From an optimization exercise on the open Yosys and OpenROAD flow, aimed at a short achievable clock period and few clock cycles; shortcuts taken in it are not production practice.
Only simulation tests tie the RTL to the original design; equivalence was not proved.
Power and IR drop assume default switching activity.

==> flow/design.v (excerpt) <==
module mipsCore
#(
  parameter int DATA_WIDTH = 32
) (
  input  logic                  clk,
  input  logic                  reset,
  output logic [DATA_WIDTH-1:0] pc,
  input  logic [31:0]           instr,
  output logic                  memWrite,
  output logic [DATA_WIDTH-1:0] aluOut,
  output logic [DATA_WIDTH-1:0] writeData,
  input  logic [DATA_WIDTH-1:0] readData
);
  logic [4:0]      destF;
  logic            aluSrcF, isLoadF, isStoreF, branchF, branchNeF, jumpF;
  logic [31:0]     immF, rdAF, rdBF;
  pipePkg::aluSelT aluF;
  logic [4:0]      destM;
  logic            wrM, isLoadM;
  logic [31:0]     aluOutM, aluOutMx, addrM, writeDataM, valM;
  logic            memWriteM;
  controlDecoder u_dec (
    .instr(instr), .dest(destF), .aluSrc(aluSrcF), .imm(immF), .alu(aluF), .isLoad(isLoadF),
    .isStore(isStoreF), .branch(branchF), .branchNe(branchNeF), .jump(jumpF)
  );
  assign valM = isLoadM ? readData : aluOutM;
  regFile u_rf (
    .clk(clk), .we(wrM), .ra1(instr[25:21]), .ra2(instr[20:16]), .wa(destM), .wd(valM),
    .rd1(rdAF), .rd2(rdBF)
  );
  logic [4:0]      destD;
  logic            wrD, aluSrcD, isLoadD, isStoreD, branchD, branchNeD, jumpD;
  logic [31:0]     immD, regAD, regBD;
  logic [25:0]     targetD;
  logic [31:2]     slotD;           
  pipePkg::aluSelT aluD;
  logic            mispE, stall;
  logic [31:0]     opAD, opBD;
  always_ff @(posedge clk or posedge reset) begin
    if (reset) begin
      destD     <= '0;
      wrD       <= 1'b0;
      isStoreD  <= 1'b0;
      branchD   <= 1'b0;
      jumpD     <= 1'b0;
    end else if (mispE) begin
      destD     <= '0;
      wrD       <= 1'b0;
      isStoreD  <= 1'b0;
      branchD   <= 1'b0;
      jumpD     <= 1'b0;
    end else if (!stall) begin
      destD     <= destF;
      wrD       <= (destF != 5'd0);
      isStoreD  <= isStoreF;
  ...
For scale: about 1500 flip-flops, roughly 160 I/O pins.
Settings: LEC_CHECK=0, ABC_CLOCK_PERIOD_IN_PS=2500, CAP_MARGIN=20, CORE_MARGIN=2, CORE_UTILIZATION=40, SETUP_SLACK_MARGIN=5, SLEW_MARGIN=20, TNS_END_PERCENT=100; clock period 8.0 ns.
run.sh (not shown) runs the stock make flow with config.mk's settings and CLKGATE_MAP_FILE= SYNTH_SCRIPT=/design/flow/synth_recipe.tcl, a recipe that flattens the netlist after the stock synthesis.
The starting point completed with no timing, DRC or antenna violations.
Testbench counts at the start, summed over its fixed seeds: cycles 151,261.
Next try:
--- a/flow/design.v
+++ b/flow/design.v
@@ -309,44 +309,37 @@
       dMLdA  <= 1'b0;
       dMLdB  <= 1'b0;
     end else begin
       dEA    <= depEAF && !stall;
       dEB    <= depEBF && !stall;
       dMAluA <= (stall ? dEA : depMAF) && !isLoadE;
       dMAluB <= (stall ? dEB : depMBF) && !isLoadE;
       dMLdA  <= (stall ? dEA : depMAF) && isLoadE;
       dMLdB  <= (stall ? dEB : depMBF) && isLoadE;
     end
   end
   assign loadUse    = isLoadE && (|aluD) && (dEA || (dEB && !aluSrcD));
-  assign branchLoad = 1'b0;
-  assign stall      = loadUse;
+  assign branchLoad = branchD && ((isLoadE && (dEA || dEB)) || (!dEA && dMLdA) ||
+                                  (!dEB && dMLdB));
+  assign stall      = loadUse || branchLoad;
   assign opAD = dMAluA ? aluOutM : dMLdA ? readData : regAD;
   assign opBD = dMAluB ? aluOutM : dMLdB ? readData : regBD;
   logic            eqD, unresD, takenD, taken;
-  logic            eqRRD, eqMRD, eqRMD, eqLRD, eqRLD, eqRRE, eqMRE, eqRME, eqLRE, eqRLE;
-  logic            bALE, bBLE;
+  logic [31:0]     brAD, brBD;
   logic            unresE, guessE, branchNeE, bAAE, bBAE, eqE;
-  logic [31:0]     altE;
+  logic [31:0]     brAE, brBE, altE;
   logic [31:0]     pcPlus4, pcTarget, nextTarget, branchTarget, jumpTarget;
-  branchUnit u_brRRD (.a(regAD),   .b(regBD),   .equal(eqRRD));
-  branchUnit u_brMRD (.a(aluOutM), .b(regBD),   .equal(eqMRD));
-  branchUnit u_brRMD (.a(regAD),   .b(aluOutM), .equal(eqRMD));
-  branchUnit u_brLRD (.a(readData), .b(regBD),    .equal(eqLRD));
-  branchUnit u_brRLD (.a(regAD),    .b(readData), .equal(eqRLD));
-  logic mA, mB;
-  assign mA  = dMAluA || dMLdA;
-  assign mB  = dMAluB || dMLdB;
-  assign eqD = (mA && mB) || (dMAluA && !mB && eqMRD) || (!mA && dMAluB && eqRMD) ||
-               (dMLdA && !mB && eqLRD) || (!mA && dMLdB && eqRLD) || (!mA && !mB && eqRRD);
+  assign brAD = dMAluA ? aluOutM : regAD;
+  assign brBD = dMAluB ? aluOutM : regBD;
+  branchUnit u_brD (.a(brAD), .b(brBD), .equal(eqD));
   assign unresD = branchD && !branchLoad && (dEA != dEB);
   assign takenD = jumpD || (unresD && immD[15]) ||
                   (branchD && !branchLoad && !unresD && (((dEA && dEB) || eqD) ^ branchNeD));
   logic [31:0] pcTgtR, pcSeqR, pcCur;
   logic        takenR, takeA, takeB, keepC, keepD, keepE, takeF;
   assign pcCur        = takenR ? pcTgtR : pcSeqR;
   assign pcPlus4      = takenR ? {pcTgtR[31:2] + 30'd1, 2'b00} : {pcSeqR[31:2] + 30'd1, 2'b00};
   assign branchTarget = {slotD + {{14{immD[15]}}, immD[15:0]}, 2'b00};
   assign jumpTarget   = {slotD[31:28], targetD, 2'b00};
   assign pcTarget     = jumpD ? jumpTarget : branchTarget;
   assign nextTarget = unresE ? altE : pcTarget;
   assign taken      = mispE || takenD;
@@ -437,48 +430,39 @@
   end
   always_ff @(posedge clk) begin
     srcAE     <= opAD;
     bxE       <= (aluSrcD ? immD : opBD) ^ {32{invD}};
     storeE    <= opBD;
     invE      <= invD;
     fAAE      <= fAD;
     fBAE      <= fBD;
     fSAE      <= dEB && !isLoadE;
     fSLE      <= dEB && isLoadE;
     guessE    <= immD[15];
     branchNeE <= branchNeD;
-    bAAE      <= branchD && dEA && !isLoadE;
-    bBAE      <= branchD && dEB && !isLoadE;
-    bALE      <= branchD && dEA && isLoadE;
-    bBLE      <= branchD && dEB && isLoadE;
+    bAAE      <= branchD && dEA;
+    bBAE      <= branchD && dEB;
     altE      <= immD[15] ? pcPlus4 : branchTarget;
   end
   logic [31:0] aluResE, addrE, storeDataE;
   aluUnit u_alu (
     .srcA(srcAE), .bx(bxE), .aluOutM(aluOutM), .aluOutMx(aluOutMx), .fAA(fAAE), .fBA(fBAE),
     .inv(invE), .selSum(selSumE), .selSlt(selSltE), .selSltu(selSltuE), .selTwice(selTwiceE),
     .selAnd(selAndE), .selOr(selOrE), .selXor(selXorE), .selNor(selNorE), .result(aluResE),
     .addr(addrE)
   );
   assign storeDataE = fSAE ? aluOutM : fSLE ? readData : storeE;
-  branchUnit u_brRRE (.a(srcAE),   .b(storeE),  .equal(eqRRE));
-  branchUnit u_brMRE (.a(aluOutM), .b(storeE),  .equal(eqMRE));
-  branchUnit u_brRME (.a(srcAE),   .b(aluOutM), .equal(eqRME));
-  branchUnit u_brLRE (.a(readData), .b(storeE),   .equal(eqLRE));
-  branchUnit u_brRLE (.a(srcAE),    .b(readData), .equal(eqRLE));
-  logic eA, eB;
-  assign eA  = bAAE || bALE;
-  assign eB  = bBAE || bBLE;
-  assign eqE = (eA && eB) || (bAAE && !eB && eqMRE) || (!eA && bBAE && eqRME) ||
-               (bALE && !eB && eqLRE) || (!eA && bBLE && eqRLE) || (!eA && !eB && eqRRE);
+  assign brAE = bAAE ? aluOutM : srcAE;
+  assign brBE = bBAE ? aluOutM : storeE;
+  branchUnit u_brE (.a(brAE), .b(brBE), .equal(eqE));
   assign mispE = unresE && ((eqE ^ branchNeE) != guessE);
   always_ff @(posedge clk or posedge reset) begin
     if (reset) begin
       destM     <= '0;
       wrM       <= 1'b0;
       isLoadM   <= 1'b0;
       memWriteM <= 1'b0;
     end else begin
       destM     <= destE;
       wrM       <= wrE;
       isLoadM   <= isLoadE;
       memWriteM <= isStoreE;
- The changed run finished with timing, DRC and antenna clean
- cell area goes down by 2.5%
- setup slack loses 0.097 ns
- global-route usage fell by 0.41 points
- routed wire length is lower by 1.6%
- maximum frequency falls by 2.7%
- die area hardly moves
- hold slack improved by 0.011 ns
- sequential share of layout area rises by 1.0 points
- power barely changes
- non-clock buffer count goes down by 112
- via count climbs by 1.6%
- combinational power decreases by 3.8%
Testbench counts after the change, summed over its fixed seeds: cycles 152,341.

[re-timing with driven ports]
No port has a modelled driver above. Below, the same layouts with a new extraction and two added sets of constraints.
Step 1, drivers: a clkbuf_16 drives clk and a buf_2 each remaining input, both assumed.
Step 2, shift: input delay + t, output delay - t, t = (earliest + latest rising clock arrival at the registers) / 2. This alone moves slack from input paths to output paths.
Slacks: no drivers / after step 1 / after step 2; pairs: no drivers / after step 1.
| run | shift t [ns] | slack for setup (ns) | hold slack, ns | worst register clock-pin slew, ns | worst slew at a driven data input, ns |
|---|---|---|---|---|---|
| the first run | 0.912 | 4.500 / 4.414 / 3.694 | 0.352 / 0.352 / 0.352 | 0.07 / 0.07 | 0.34 |
| the second run | 0.924 | 4.403 / 4.403 / 3.822 | 0.364 / 0.364 / 0.364 | 0.07 / 0.07 | 0.39 |
After both steps setup and hold are still met in every run listed. The setup slack of the first run, which loses most, moves by -0.086 ns with the drivers and by -0.806 ns with both steps.
